This is an optimization exercise on Yosys and OpenROAD, whose aim is small area and a short achievable clock period, not a production implementation.
The RTL was checked by simulation tests, not by an equivalence proof against the original design.
No activity file was given, so power comes from the tool's default toggle rates.

==> run B: inputs <==
==> flow/design.v <==
`default_nettype none
package core_pkg;
	typedef logic [32-1:0]     data_t;     
	typedef logic [5-1:0] reg_idx_t;  
	typedef logic [31:0]               inst_t;     
	typedef logic [11:0]               imm12_t;    
	typedef enum logic [2:0] {
		ALU_ADD = 3'd0,
		ALU_SUB = 3'd1,
		ALU_AND = 3'd2,
		ALU_OR  = 3'd3,
		ALU_XOR = 3'd4
	} alu_op_t;
	typedef enum logic [1:0] {
		KIND_ALU     = 2'd0,  
		KIND_HALT    = 2'd1,  
		KIND_ILLEGAL = 2'd2   
	} inst_kind_t;
	typedef enum logic [1:0] {
		STATUS_RUN     = 2'd0,
		STATUS_HALTED  = 2'd1,
		STATUS_ILLEGAL = 2'd2
	} status_t;
endpackage
`default_nettype wire
`timescale 1ns/1ps
`default_nettype none
module core_top (
	input  logic        clock,
	input  logic        reset,           
	input  logic        in_valid,
	input  logic [31:0] in_inst,
	output logic        in_ready,        
	output logic        commit_valid,
	output logic        commit_wr_en,
	output logic [4:0]  commit_wr_idx,
	output logic [31:0] commit_wr_data,
	output logic [1:0]  status
);
	logic        a_valid;
	logic [31:0] a_inst;
	assign in_ready = (status == 2'd0);
	always_ff @(posedge clock) begin
		if (!reset) a_valid <= 1'b0;
		else        a_valid <= in_valid && in_ready;
	end
	always_ff @(posedge clock) a_inst <= in_inst;
	logic [6:0] opcode;
	logic [2:0] funct3;
	logic [6:0] funct7;
	logic [4:0] rs1, rs2, rd;
	logic       is_reg, is_imm, is_alu, is_wfi;
	logic       op_sub, op_and, op_or, op_xor;
	assign opcode = a_inst[6:0];
	assign funct3 = a_inst[14:12];
	assign funct7 = a_inst[31:25];
	assign rs1    = a_inst[19:15];
	assign rs2    = a_inst[24:20];
	assign rd     = a_inst[11:7];
	assign is_imm = (opcode == 7'b0010011) && (funct3 == 3'b000);
	assign is_reg = (opcode == 7'b0110011) &&
		(((funct7 == 7'b0000000) && (funct3 == 3'b000 || funct3 == 3'b100 ||
		  funct3 == 3'b110 || funct3 == 3'b111)) ||
		 ((funct7 == 7'b0100000) && (funct3 == 3'b000)));
	assign is_alu = is_imm || is_reg;
	assign is_wfi = (a_inst == 32'h10500073);
	assign op_sub = is_reg && funct7[5];
	assign op_xor = is_reg && (funct3 == 3'b100);
	assign op_or  = is_reg && (funct3 == 3'b110);
	assign op_and = is_reg && (funct3 == 3'b111);
	logic [31:0] rf [1:31];
	logic        b_valid;
	logic        b_alu;       
	logic        b_halt;      
	logic        b_wr;        
	logic [4:0]  b_rd;
	logic        b_sub, b_and, b_or, b_xor;
	logic [31:0] b_a, b_b;    
	logic        b_fa, b_fb;  
	logic        c_wr;        
	logic [4:0]  c_rd;
	logic [31:0] c_data;
	logic [1:0]  c_status;
	logic        fc_a, fc_b;
	logic [31:0] rd_a, rd_b;
	assign fc_a = c_wr && (c_rd == rs1);
	assign fc_b = c_wr && (c_rd == rs2);
	always_comb begin
		rd_a = fc_a ? c_data : 32'd0;
		rd_b = fc_b ? c_data : 32'd0;
		for (int i = 1; i < 32; i++) begin
			rd_a = rd_a | ({32{!fc_a && (rs1 == 5'(i))}} & rf[i]);
			rd_b = rd_b | ({32{!fc_b && (rs2 == 5'(i))}} & rf[i]);
		end
	end
	always_ff @(posedge clock) begin
		if (!reset) b_valid <= 1'b0;
		else        b_valid <= a_valid;
	end
	always_ff @(posedge clock) begin
		b_alu  <= is_alu;
		b_halt <= is_wfi;
		b_wr   <= is_alu && (rd != 5'd0);
		b_rd   <= rd;
		b_sub  <= op_sub;
		b_and  <= op_and;
		b_or   <= op_or;
		b_xor  <= op_xor;
		b_fa   <= b_valid && b_wr && (b_rd == rs1) && (rs1 != 5'd0);
		b_fb   <= b_valid && b_wr && (b_rd == rs2) && (rs2 != 5'd0) && !is_imm;
		b_a    <= rd_a;
		b_b    <= is_imm ? {{20{a_inst[31]}}, a_inst[31:20]} : (op_sub ? ~rd_b : rd_b);
	end
	logic [31:0] op_a, op_b, alu_out;
	logic [32:0] sum;
	logic        take;
	assign op_a = b_fa ? c_data : b_a;
	assign op_b = b_fb ? (c_data ^ {32{b_sub}}) : b_b;
	assign sum  = {op_a, 1'b1} + {op_b, b_sub};
	always_comb begin
		if (b_and)      alu_out = op_a & op_b;
		else if (b_or)  alu_out = op_a | op_b;
		else if (b_xor) alu_out = op_a ^ op_b;
		else            alu_out = sum[32:1];
	end
	assign take = b_valid && in_ready;
	always_ff @(posedge clock) begin
		c_rd   <= b_rd;
		c_data <= alu_out;
	end
	always_ff @(posedge clock) begin
		if (!reset) begin
			commit_valid <= 1'b0;
			c_wr         <= 1'b0;
			c_status     <= 2'd0;
		end else begin
			commit_valid <= take;
			c_wr         <= take && b_wr;
			if (take && !b_alu)
				c_status <= b_halt ? 2'd1 : 2'd2;
		end
	end
	assign commit_wr_en   = c_wr;
	assign commit_wr_idx  = c_rd;
	assign commit_wr_data = c_data;
	assign status         = c_status;
	always_ff @(posedge clock) begin
		for (int i = 1; i < 32; i++)
			if (c_wr && (c_rd == 5'(i)))
				rf[i] <= c_data;
	end
endmodule
`default_nettype wire
==> flow/run.sh <==
#!/bin/bash
# synth_recipe.tcl (not shown) runs the flow's synth.tcl, then flattens the netlist and writes it again
# the make line also repeats each setting of config.mk as NAME=value (left out here)
make -C /OpenROAD-flow-scripts/flow DESIGN_CONFIG=/design/flow/config.mk WORK_HOME=/design/flow/orfs CLKGATE_MAP_FILE= SYNTH_SCRIPT=/design/flow/synth_recipe.tcl finish
==> flow/config.mk <==
export PLATFORM = sky130hd
export DESIGN_NAME = core_top
export DESIGN_NICKNAME = core_top
export VERILOG_FILES = /design/flow/design.v
export SDC_FILE = /design/flow/constraint.sdc
export NUM_CORES = 4
export LEC_CHECK = 0
export CAP_MARGIN = 20
export CORE_MARGIN = 2
export CORE_UTILIZATION = 40
export SLEW_MARGIN = 20
==> flow/constraint.sdc <==
create_clock -name core_clock -period 6.0 [get_ports {clock}]
set_input_delay 1.2000 -clock core_clock [delete_from_list [all_inputs] [get_ports {clock}]]
set_output_delay 1.2000 -clock core_clock [all_outputs]
set_load 0.01 [all_outputs]
==> run F: changes against run B <==
==> flow/design.v, changed modules only <==
module core_top (
	input  logic        clock,
	input  logic        reset,           
	input  logic        in_valid,
	input  logic [31:0] in_inst,
	output logic        in_ready,        
	output logic        commit_valid,
	output logic        commit_wr_en,
	output logic [4:0]  commit_wr_idx,
	output logic [31:0] commit_wr_data,
	output logic [1:0]  status
);
	logic        a_valid;
	logic [31:0] a_inst;
	logic        a_fc1, a_fc2;  
	logic        a_fw1, a_fw2;  
	logic [31:1] a_s1, a_s2;    
	logic        fc1, fc2, fw1, fw2;
	logic        r_ready;       
	assign in_ready = r_ready;
	always_ff @(posedge clock) begin
		if (!reset) a_valid <= 1'b0;
		else        a_valid <= in_valid && in_ready;
	end
	assign fc1 = b_valid && b_wr && r_ready && (in_inst[19:15] == b_rd);
	assign fc2 = b_valid && b_wr && r_ready && (in_inst[24:20] == b_rd);
	assign fw1 = c_wr && (in_inst[19:15] == c_rd);
	assign fw2 = c_wr && (in_inst[24:20] == c_rd);
	always_ff @(posedge clock) begin
		a_inst <= in_inst;
		a_fc1  <= fc1;
		a_fc2  <= fc2;
		a_fw1  <= fw1 && !fc1;
		a_fw2  <= fw2 && !fc2;
		for (int i = 1; i < 32; i++) begin
			a_s1[i] <= (in_inst[19:15] == 5'(i)) && !fc1 && !fw1;
			a_s2[i] <= (in_inst[24:20] == 5'(i)) && !fc2 && !fw2;
		end
	end
	logic [6:0] opcode;
	logic [2:0] funct3;
	logic [6:0] funct7;
	logic [4:0] rs1, rs2, rd;
	logic       is_reg, is_imm, is_alu, is_wfi;
	logic       op_sub, op_and, op_or, op_xor;
	assign opcode = a_inst[6:0];
	assign funct3 = a_inst[14:12];
	assign funct7 = a_inst[31:25];
	assign rs1    = a_inst[19:15];
	assign rs2    = a_inst[24:20];
	assign rd     = a_inst[11:7];
	assign is_imm = (opcode == 7'b0010011) && (funct3 == 3'b000);
	assign is_reg = (opcode == 7'b0110011) &&
		(((funct7 == 7'b0000000) && (funct3 == 3'b000 || funct3 == 3'b100 ||
		  funct3 == 3'b110 || funct3 == 3'b111)) ||
		 ((funct7 == 7'b0100000) && (funct3 == 3'b000)));
	assign is_alu = is_imm || is_reg;
	assign is_wfi = (a_inst == 32'h10500073);
	assign op_sub = is_reg && funct7[5];
	assign op_xor = is_reg && (funct3 == 3'b100);
	assign op_or  = is_reg && (funct3 == 3'b110);
	assign op_and = is_reg && (funct3 == 3'b111);
	logic [31:0] rf [1:31];
	logic        b_valid;
	logic        b_alu;       
	logic        b_halt;      
	logic        b_wr;        
	logic [4:0]  b_rd;
	logic        b_add, b_sub, b_and, b_or;
	logic [31:0] b_a, b_b;    
	logic        b_fa, b_fb;  
	logic        c_wr;        
	logic [4:0]  c_rd;
	logic [31:0] c_data;
	logic [1:0]  c_status;
	logic [31:0] w_data;      
	logic [4:0]  w_rd;
	logic        w_wr;
	logic [31:0] rd_a, rd_b;
	always_comb begin
		rd_a = ({32{a_fc1}} & c_data) | ({32{a_fw1}} & w_data);
		rd_b = ({32{a_fc2}} & c_data) | ({32{a_fw2}} & w_data);
		for (int i = 1; i < 32; i++) begin
			rd_a = rd_a | ({32{a_s1[i]}} & rf[i]);
			rd_b = rd_b | ({32{a_s2[i]}} & rf[i]);
		end
	end
	always_ff @(posedge clock) begin
		if (!reset) b_valid <= 1'b0;
		else        b_valid <= a_valid;
	end
	always_ff @(posedge clock) begin
		b_alu  <= is_alu;
		b_halt <= is_wfi;
		b_wr   <= is_alu && (rd != 5'd0);
		b_rd   <= rd;
		b_sub  <= op_sub;
		b_and  <= op_and;
		b_or   <= op_or;
		b_add  <= !op_and && !op_or && !op_xor;
		b_fa   <= b_valid && b_wr && (b_rd == rs1) && (rs1 != 5'd0);
		b_fb   <= b_valid && b_wr && (b_rd == rs2) && (rs2 != 5'd0) && !is_imm;
		b_a    <= rd_a;
		b_b    <= is_imm ? {{20{a_inst[31]}}, a_inst[31:20]} : (op_sub ? ~rd_b : rd_b);
	end
	logic [31:0] op_a, op_b, alu_out;
	logic [31:0] x, g, t;
	logic        take;
	logic [32:0] cg [0:6];    
	logic [32:0] cp [0:6];    
	assign op_a = b_fa ? c_data : b_a;
	assign op_b = b_fb ? (c_data ^ {32{b_sub}}) : b_b;
	assign x    = op_a ^ op_b;
	assign g    = op_a & op_b;
	always_comb begin
		cg[0] = {1'b0, g[31:1], g[0] | (x[0] & b_sub)};
		cp[0] = {1'b0, x};
		for (int l = 0; l < 5; l++) begin
			for (int i = 0; i < 33; i++) begin
				if (i >= (1 << l)) begin
					cg[l+1][i] = cg[l][i] | (cp[l][i] & cg[l][i - (1 << l)]);
					cp[l+1][i] = cp[l][i] & cp[l][i - (1 << l)];
				end else begin
					cg[l+1][i] = cg[l][i];
					cp[l+1][i] = cp[l][i];
				end
			end
		end
	end
	assign t = ({32{b_add}} & {cg[5][30:0], b_sub}) | ({32{b_and}} & (op_a | op_b)) | ({32{b_or}} & g);
	assign alu_out = x ^ t;
	assign take = b_valid && in_ready;
	always_ff @(posedge clock) begin
		c_rd   <= b_rd;
		c_data <= alu_out;
		w_data <= c_data;
		w_rd   <= c_rd;
		w_wr   <= c_wr;
	end
	always_ff @(posedge clock) begin
		if (!reset) begin
			commit_valid <= 1'b0;
			c_wr         <= 1'b0;
			c_status     <= 2'd0;
			r_ready      <= 1'b1;
		end else begin
			commit_valid <= take;
			c_wr         <= take && b_wr;
			if (take && !b_alu) begin
				c_status <= b_halt ? 2'd1 : 2'd2;
				r_ready  <= 1'b0;
			end
		end
	end
	assign commit_wr_en   = c_wr;
	assign commit_wr_idx  = c_rd;
	assign commit_wr_data = c_data;
	assign status         = c_status;
	always_ff @(posedge clock) begin
		for (int i = 1; i < 32; i++)
			if (w_wr && (w_rd == 5'(i)))
				rf[i] <= w_data;
	end
endmodule
==> flow/flow/run.sh (new file) <==
#!/bin/bash
set -euo pipefail
bash standard.sh \
  "BUFFER_PORTS_ARGS=-buffer_cell sky130_fd_sc_hd__buf_4" \
  "CTS_ARGS=-sink_clustering_enable -repair_clock_nets -dont_use_dummy_load" \
  finish > make_finish.log 2>&1
==> flow/standard.sh (new file) <==
#!/bin/bash
# synth_recipe.tcl (not shown) runs the flow's synth.tcl, then flattens the netlist and writes it again
# the make line also repeats each setting of config.mk as NAME=value (left out here)
make -C /OpenROAD-flow-scripts/flow DESIGN_CONFIG=/design/flow/config.mk WORK_HOME=/design/flow/orfs CLKGATE_MAP_FILE= SYNTH_SCRIPT=/design/flow/synth_recipe.tcl "${@:-finish}"
Settings changed: CORE_UTILIZATION 40 to 35, SETUP_SLACK_MARGIN from default to 3.4, TNS_END_PERCENT from default to 20.
removed: flow/run.sh
==> run R: changes against run B <==
==> flow/design.v, changed modules only <==
module core_top (
	input  logic        clock,
	input  logic        reset,           
	input  logic        in_valid,
	input  logic [31:0] in_inst,
	output logic        in_ready,        
	output logic        commit_valid,
	output logic        commit_wr_en,
	output logic [4:0]  commit_wr_idx,
	output logic [31:0] commit_wr_data,
	output logic [1:0]  status
);
	logic        a_valid;
	logic [31:0] a_inst;
	logic        a_fc1, a_fc2;  
	logic        a_fw1, a_fw2;  
	logic [31:1] a_s1, a_s2;    
	logic        fc1, fc2, fw1, fw2;
	logic        r_ready;       
	assign in_ready = r_ready;
	always_ff @(posedge clock) begin
		if (!reset) a_valid <= 1'b0;
		else        a_valid <= in_valid && in_ready;
	end
	assign fc1 = b_valid && b_wr && r_ready && (in_inst[19:15] == b_rd);
	assign fc2 = b_valid && b_wr && r_ready && (in_inst[24:20] == b_rd);
	assign fw1 = c_wr && (in_inst[19:15] == c_rd);
	assign fw2 = c_wr && (in_inst[24:20] == c_rd);
	always_ff @(posedge clock) begin
		a_inst <= in_inst;
		a_fc1  <= fc1;
		a_fc2  <= fc2;
		a_fw1  <= fw1 && !fc1;
		a_fw2  <= fw2 && !fc2;
		for (int i = 1; i < 32; i++) begin
			a_s1[i] <= (in_inst[19:15] == 5'(i)) && !fc1 && !fw1;
			a_s2[i] <= (in_inst[24:20] == 5'(i)) && !fc2 && !fw2;
		end
	end
	logic [6:0] opcode;
	logic [2:0] funct3;
	logic [6:0] funct7;
	logic [4:0] rs1, rs2, rd;
	logic       is_reg, is_imm, is_alu, is_wfi;
	logic       op_sub, op_and, op_or, op_xor;
	assign opcode = a_inst[6:0];
	assign funct3 = a_inst[14:12];
	assign funct7 = a_inst[31:25];
	assign rs1    = a_inst[19:15];
	assign rs2    = a_inst[24:20];
	assign rd     = a_inst[11:7];
	assign is_imm = (opcode == 7'b0010011) && (funct3 == 3'b000);
	assign is_reg = (opcode == 7'b0110011) &&
		(((funct7 == 7'b0000000) && (funct3 == 3'b000 || funct3 == 3'b100 ||
		  funct3 == 3'b110 || funct3 == 3'b111)) ||
		 ((funct7 == 7'b0100000) && (funct3 == 3'b000)));
	assign is_alu = is_imm || is_reg;
	assign is_wfi = (a_inst == 32'h10500073);
	assign op_sub = is_reg && funct7[5];
	assign op_xor = is_reg && (funct3 == 3'b100);
	assign op_or  = is_reg && (funct3 == 3'b110);
	assign op_and = is_reg && (funct3 == 3'b111);
	logic [31:0] rf [1:31];
	logic        b_valid;
	logic        b_alu;       
	logic        b_halt;      
	logic        b_wr;        
	logic [4:0]  b_rd;
	logic        b_add, b_sub, b_and, b_or;
	logic [31:0] b_a, b_b;    
	logic        b_fa, b_fb;  
	logic        c_wr;        
	logic [4:0]  c_rd;
	logic [31:0] c_data;
	logic [1:0]  c_status;
	logic [31:0] w_data;      
	logic [4:0]  w_rd;
	logic        w_wr;
	logic [31:0] rd_a, rd_b;
	always_comb begin
		rd_a = ({32{a_fc1}} & c_data) | ({32{a_fw1}} & w_data);
		rd_b = ({32{a_fc2}} & c_data) | ({32{a_fw2}} & w_data);
		for (int i = 1; i < 32; i++) begin
			rd_a = rd_a | ({32{a_s1[i]}} & rf[i]);
			rd_b = rd_b | ({32{a_s2[i]}} & rf[i]);
		end
	end
	always_ff @(posedge clock) begin
		if (!reset) b_valid <= 1'b0;
		else        b_valid <= a_valid;
	end
	always_ff @(posedge clock) begin
		b_alu  <= is_alu;
		b_halt <= is_wfi;
		b_wr   <= is_alu && (rd != 5'd0);
		b_rd   <= rd;
		b_sub  <= op_sub;
		b_and  <= op_and;
		b_or   <= op_or;
		b_add  <= !op_and && !op_or && !op_xor;
		b_fa   <= b_valid && b_wr && (b_rd == rs1) && (rs1 != 5'd0);
		b_fb   <= b_valid && b_wr && (b_rd == rs2) && (rs2 != 5'd0) && !is_imm;
		b_a    <= rd_a;
		b_b    <= is_imm ? {{20{a_inst[31]}}, a_inst[31:20]} : (op_sub ? ~rd_b : rd_b);
	end
	logic [31:0] op_a, op_b, alu_out;
	logic [31:0] x, g, t;
	logic        take;
	logic [32:0] cg [0:6];    
	logic [32:0] cp [0:6];    
	assign op_a = b_fa ? c_data : b_a;
	assign op_b = b_fb ? (c_data ^ {32{b_sub}}) : b_b;
	assign x    = op_a ^ op_b;
	assign g    = op_a & op_b;
	always_comb begin
		cg[0] = {g, b_sub};
		cp[0] = {x, 1'b0};
		for (int l = 0; l < 6; l++) begin
			for (int i = 0; i < 33; i++) begin
				if (i >= (1 << l)) begin
					cg[l+1][i] = cg[l][i] | (cp[l][i] & cg[l][i - (1 << l)]);
					cp[l+1][i] = cp[l][i] & cp[l][i - (1 << l)];
				end else begin
					cg[l+1][i] = cg[l][i];
					cp[l+1][i] = cp[l][i];
				end
			end
		end
	end
	assign t = ({32{b_add}} & cg[6][31:0]) | ({32{b_and}} & (op_a | op_b)) | ({32{b_or}} & g);
	assign alu_out = x ^ t;
	assign take = b_valid && in_ready;
	always_ff @(posedge clock) begin
		c_rd   <= b_rd;
		c_data <= alu_out;
		w_data <= c_data;
		w_rd   <= c_rd;
		w_wr   <= c_wr;
	end
	always_ff @(posedge clock) begin
		if (!reset) begin
			commit_valid <= 1'b0;
			c_wr         <= 1'b0;
			c_status     <= 2'd0;
			r_ready      <= 1'b1;
		end else begin
			commit_valid <= take;
			c_wr         <= take && b_wr;
			if (take && !b_alu) begin
				c_status <= b_halt ? 2'd1 : 2'd2;
				r_ready  <= 1'b0;
			end
		end
	end
	assign commit_wr_en   = c_wr;
	assign commit_wr_idx  = c_rd;
	assign commit_wr_data = c_data;
	assign status         = c_status;
	always_ff @(posedge clock) begin
		for (int i = 1; i < 32; i++)
			if (w_wr && (w_rd == 5'(i)))
				rf[i] <= w_data;
	end
endmodule
Settings changed: CORE_UTILIZATION 40 to 30, SETUP_SLACK_MARGIN from default to 3.0.
==> run E: changes against run B <==
==> flow/design.v, changed modules only <==
module core_top (
	input  logic        clock,
	input  logic        reset,           
	input  logic        in_valid,
	input  logic [31:0] in_inst,
	output logic        in_ready,        
	output logic        commit_valid,
	output logic        commit_wr_en,
	output logic [4:0]  commit_wr_idx,
	output logic [31:0] commit_wr_data,
	output logic [1:0]  status
);
	logic        a_valid;
	logic [31:0] a_inst;
	logic        a_fc1, a_fc2;  
	logic        a_fw1, a_fw2;  
	logic [31:1] a_s1, a_s2;    
	logic        fc1, fc2, fw1, fw2;
	logic        r_ready;       
	assign in_ready = r_ready;
	always_ff @(posedge clock) begin
		if (!reset) a_valid <= 1'b0;
		else        a_valid <= in_valid && in_ready;
	end
	assign fc1 = b_valid && b_wr && r_ready && (in_inst[19:15] == b_rd);
	assign fc2 = b_valid && b_wr && r_ready && (in_inst[24:20] == b_rd);
	assign fw1 = c_wr && (in_inst[19:15] == c_rd);
	assign fw2 = c_wr && (in_inst[24:20] == c_rd);
	always_ff @(posedge clock) begin
		a_inst <= in_inst;
		a_fc1  <= fc1;
		a_fc2  <= fc2;
		a_fw1  <= fw1 && !fc1;
		a_fw2  <= fw2 && !fc2;
		for (int i = 1; i < 32; i++) begin
			a_s1[i] <= (in_inst[19:15] == 5'(i)) && !fc1 && !fw1;
			a_s2[i] <= (in_inst[24:20] == 5'(i)) && !fc2 && !fw2;
		end
	end
	logic [6:0] opcode;
	logic [2:0] funct3;
	logic [6:0] funct7;
	logic [4:0] rs1, rs2, rd;
	logic       is_reg, is_imm, is_alu, is_wfi;
	logic       op_sub, op_and, op_or, op_xor;
	assign opcode = a_inst[6:0];
	assign funct3 = a_inst[14:12];
	assign funct7 = a_inst[31:25];
	assign rs1    = a_inst[19:15];
	assign rs2    = a_inst[24:20];
	assign rd     = a_inst[11:7];
	assign is_imm = (opcode == 7'b0010011) && (funct3 == 3'b000);
	assign is_reg = (opcode == 7'b0110011) &&
		(((funct7 == 7'b0000000) && (funct3 == 3'b000 || funct3 == 3'b100 ||
		  funct3 == 3'b110 || funct3 == 3'b111)) ||
		 ((funct7 == 7'b0100000) && (funct3 == 3'b000)));
	assign is_alu = is_imm || is_reg;
	assign is_wfi = (a_inst == 32'h10500073);
	assign op_sub = is_reg && funct7[5];
	assign op_xor = is_reg && (funct3 == 3'b100);
	assign op_or  = is_reg && (funct3 == 3'b110);
	assign op_and = is_reg && (funct3 == 3'b111);
	logic [31:0] rf [1:31];
	logic        b_valid;
	logic        b_alu;       
	logic        b_halt;      
	logic        b_wr;        
	logic [4:0]  b_rd;
	logic        b_add, b_sub, b_and, b_or;
	logic [31:0] b_a, b_b;    
	logic        b_fa, b_fb;  
	logic        c_wr;        
	logic [4:0]  c_rd;
	logic [31:0] c_data;
	logic [1:0]  c_status;
	logic [31:0] w_data;      
	logic [4:0]  w_rd;
	logic        w_wr;
	logic [31:0] rd_a, rd_b;
	always_comb begin
		rd_a = ({32{a_fc1}} & c_data) | ({32{a_fw1}} & w_data);
		rd_b = ({32{a_fc2}} & c_data) | ({32{a_fw2}} & w_data);
		for (int i = 1; i < 32; i++) begin
			rd_a = rd_a | ({32{a_s1[i]}} & rf[i]);
			rd_b = rd_b | ({32{a_s2[i]}} & rf[i]);
		end
	end
	always_ff @(posedge clock) begin
		if (!reset) b_valid <= 1'b0;
		else        b_valid <= a_valid;
	end
	always_ff @(posedge clock) begin
		b_alu  <= is_alu;
		b_halt <= is_wfi;
		b_wr   <= is_alu && (rd != 5'd0);
		b_rd   <= rd;
		b_sub  <= op_sub;
		b_and  <= op_and;
		b_or   <= op_or;
		b_add  <= !op_and && !op_or && !op_xor;
		b_fa   <= b_valid && b_wr && (b_rd == rs1) && (rs1 != 5'd0);
		b_fb   <= b_valid && b_wr && (b_rd == rs2) && (rs2 != 5'd0) && !is_imm;
		b_a    <= rd_a;
		b_b    <= is_imm ? {{20{a_inst[31]}}, a_inst[31:20]} : (op_sub ? ~rd_b : rd_b);
	end
	logic [31:0] op_a, op_b, alu_out;
	logic [31:0] x, g, t;
	logic        take;
	logic [32:0] cg [0:6];    
	logic [32:0] cp [0:6];    
	assign op_a = b_fa ? c_data : b_a;
	assign op_b = b_fb ? (c_data ^ {32{b_sub}}) : b_b;
	assign x    = op_a ^ op_b;
	assign g    = op_a & op_b;
	always_comb begin
		cg[0] = {1'b0, g[31:1], g[0] | (x[0] & b_sub)};
		cp[0] = {1'b0, x};
		for (int l = 0; l < 5; l++) begin
			for (int i = 0; i < 33; i++) begin
				if (i >= (1 << l)) begin
					cg[l+1][i] = cg[l][i] | (cp[l][i] & cg[l][i - (1 << l)]);
					cp[l+1][i] = cp[l][i] & cp[l][i - (1 << l)];
				end else begin
					cg[l+1][i] = cg[l][i];
					cp[l+1][i] = cp[l][i];
				end
			end
		end
	end
	assign t = ({32{b_add}} & {cg[5][30:0], b_sub}) | ({32{b_and}} & (op_a | op_b)) | ({32{b_or}} & g);
	assign alu_out = x ^ t;
	assign take = b_valid && in_ready;
	always_ff @(posedge clock) begin
		c_rd   <= b_rd;
		c_data <= alu_out;
		w_data <= c_data;
		w_rd   <= c_rd;
		w_wr   <= c_wr;
	end
	always_ff @(posedge clock) begin
		if (!reset) begin
			commit_valid <= 1'b0;
			c_wr         <= 1'b0;
			c_status     <= 2'd0;
			r_ready      <= 1'b1;
		end else begin
			commit_valid <= take;
			c_wr         <= take && b_wr;
			if (take && !b_alu) begin
				c_status <= b_halt ? 2'd1 : 2'd2;
				r_ready  <= 1'b0;
			end
		end
	end
	assign commit_wr_en   = c_wr;
	assign commit_wr_idx  = c_rd;
	assign commit_wr_data = c_data;
	assign status         = c_status;
	always_ff @(posedge clock) begin
		for (int i = 1; i < 32; i++)
			if (w_wr && (w_rd == 5'(i)))
				rf[i] <= w_data;
	end
endmodule
==> flow/flow/run.sh (new file) <==
#!/bin/bash
set -euo pipefail
bash standard.sh "BUFFER_PORTS_ARGS=-buffer_cell sky130_fd_sc_hd__buf_4" finish > make_finish.log 2>&1
==> flow/standard.sh (new file) <==
#!/bin/bash
# synth_recipe.tcl (not shown) runs the flow's synth.tcl, then flattens the netlist and writes it again
# the make line also repeats each setting of config.mk as NAME=value (left out here)
make -C /OpenROAD-flow-scripts/flow DESIGN_CONFIG=/design/flow/config.mk WORK_HOME=/design/flow/orfs CLKGATE_MAP_FILE= SYNTH_SCRIPT=/design/flow/synth_recipe.tcl "${@:-finish}"
Settings changed: CORE_UTILIZATION 40 to 35, SETUP_SLACK_MARGIN from default to 3.4.
removed: flow/run.sh
==> notes <==
Design area, highest first: run E, run R, run B, run F. Between run B and run R, the lower register-to-register slack is in run B (gap 1.6 ns). The lowest non-clock buffer count belongs to run R, the highest to run B. Core utilization, highest first: run B, run E, run F, run R. Of run R and run F, run R has the higher area after synthesis (gap about 0.55%, measured against run F). Clock power: run F < run B < run E < run R. The highest maximum frequency belongs to run E, the lowest to run B.
==> figures <==
metric                                                              run F         run E            run B          run R
Net switching component of the power                            0.00591 W     0.00640 W        0.00621 W      0.00639 W
Multi-input gate area in the final layout                     0.0162 mm^2   0.0166 mm^2      0.0182 mm^2    0.0160 mm^2
Routed met1 length                                               82200 um      81900 um         89400 um       80400 um
Share of the final layout cell area in multi-input gates            27.3%         27.1%            30.2%          26.3%
Routed wirelength normalized by instance count                    43.1 um       42.4 um          45.7 um        39.0 um
Internal Dissipation                                             0.0151 W      0.0163 W         0.0151 W       0.0163 W
Critical path depth                                                     7            13                8              7
Instance count of the mapped netlist                                 3753          3753             3988           3799
Post-layout instance area                                     0.0594 mm^2   0.0613 mm^2      0.0603 mm^2    0.0610 mm^2
First-pass GRT wire length                                      334000 um     336000 um        363000 um      330000 um
Critical Path Source                                      a_s2[1]$_DFF_P_  b_fa$_DFF_P_  c_wr$_SDFF_PN0_  a_fc2$_DFF_P_
Run status                                       timing/DRC/antenna clean  timing/DRC/antenna clean  timing/DRC/antenna clean  timing/DRC/antenna clean
Total Nets Final                                                     3986          4018             4222           4022
Warnings, synthesis                                                     4             4                2              4
Non-clock buffer contribution to total cell area                    3.91%         4.33%            4.40%          3.72%

## port drivers added, routing unchanged
Ports are ideal in the flow. The routed layouts listed here were re-timed in OpenROAD.
Step 1 sets driving cells, clkbuf_16 on the clock port and buf_2 on the other inputs (assumed; they add their load-dependent delay and slew).
Step 2, shift: input delay + t, output delay - t, t = (earliest + latest rising clock arrival at the registers) / 2. This alone moves slack from input paths to output paths.
Slacks: no drivers / after step 1 / after step 2; pairs: no drivers / after step 1.
run	t, ns	slack for setup (ns)	latest minus earliest clock arrival (ns)	worst register clock-pin slew, ns
run B	0.840	1.181 / 1.181 / 1.181	0.044 / 0.044	0.07 / 0.07
run F	0.810	3.025 / 2.962 / 3.025	0.049 / 0.049	0.07 / 0.07
run R	0.878	2.801 / 2.801 / 2.694	0.042 / 0.042	0.07 / 0.07
run E	0.832	3.144 / 3.144 / 3.141	0.040 / 0.039	0.07 / 0.07
After both steps setup and hold are still met in every run listed. For run R, which loses most, drivers alone change the setup slack by 0.000 ns; drivers and shift together by -0.107 ns.
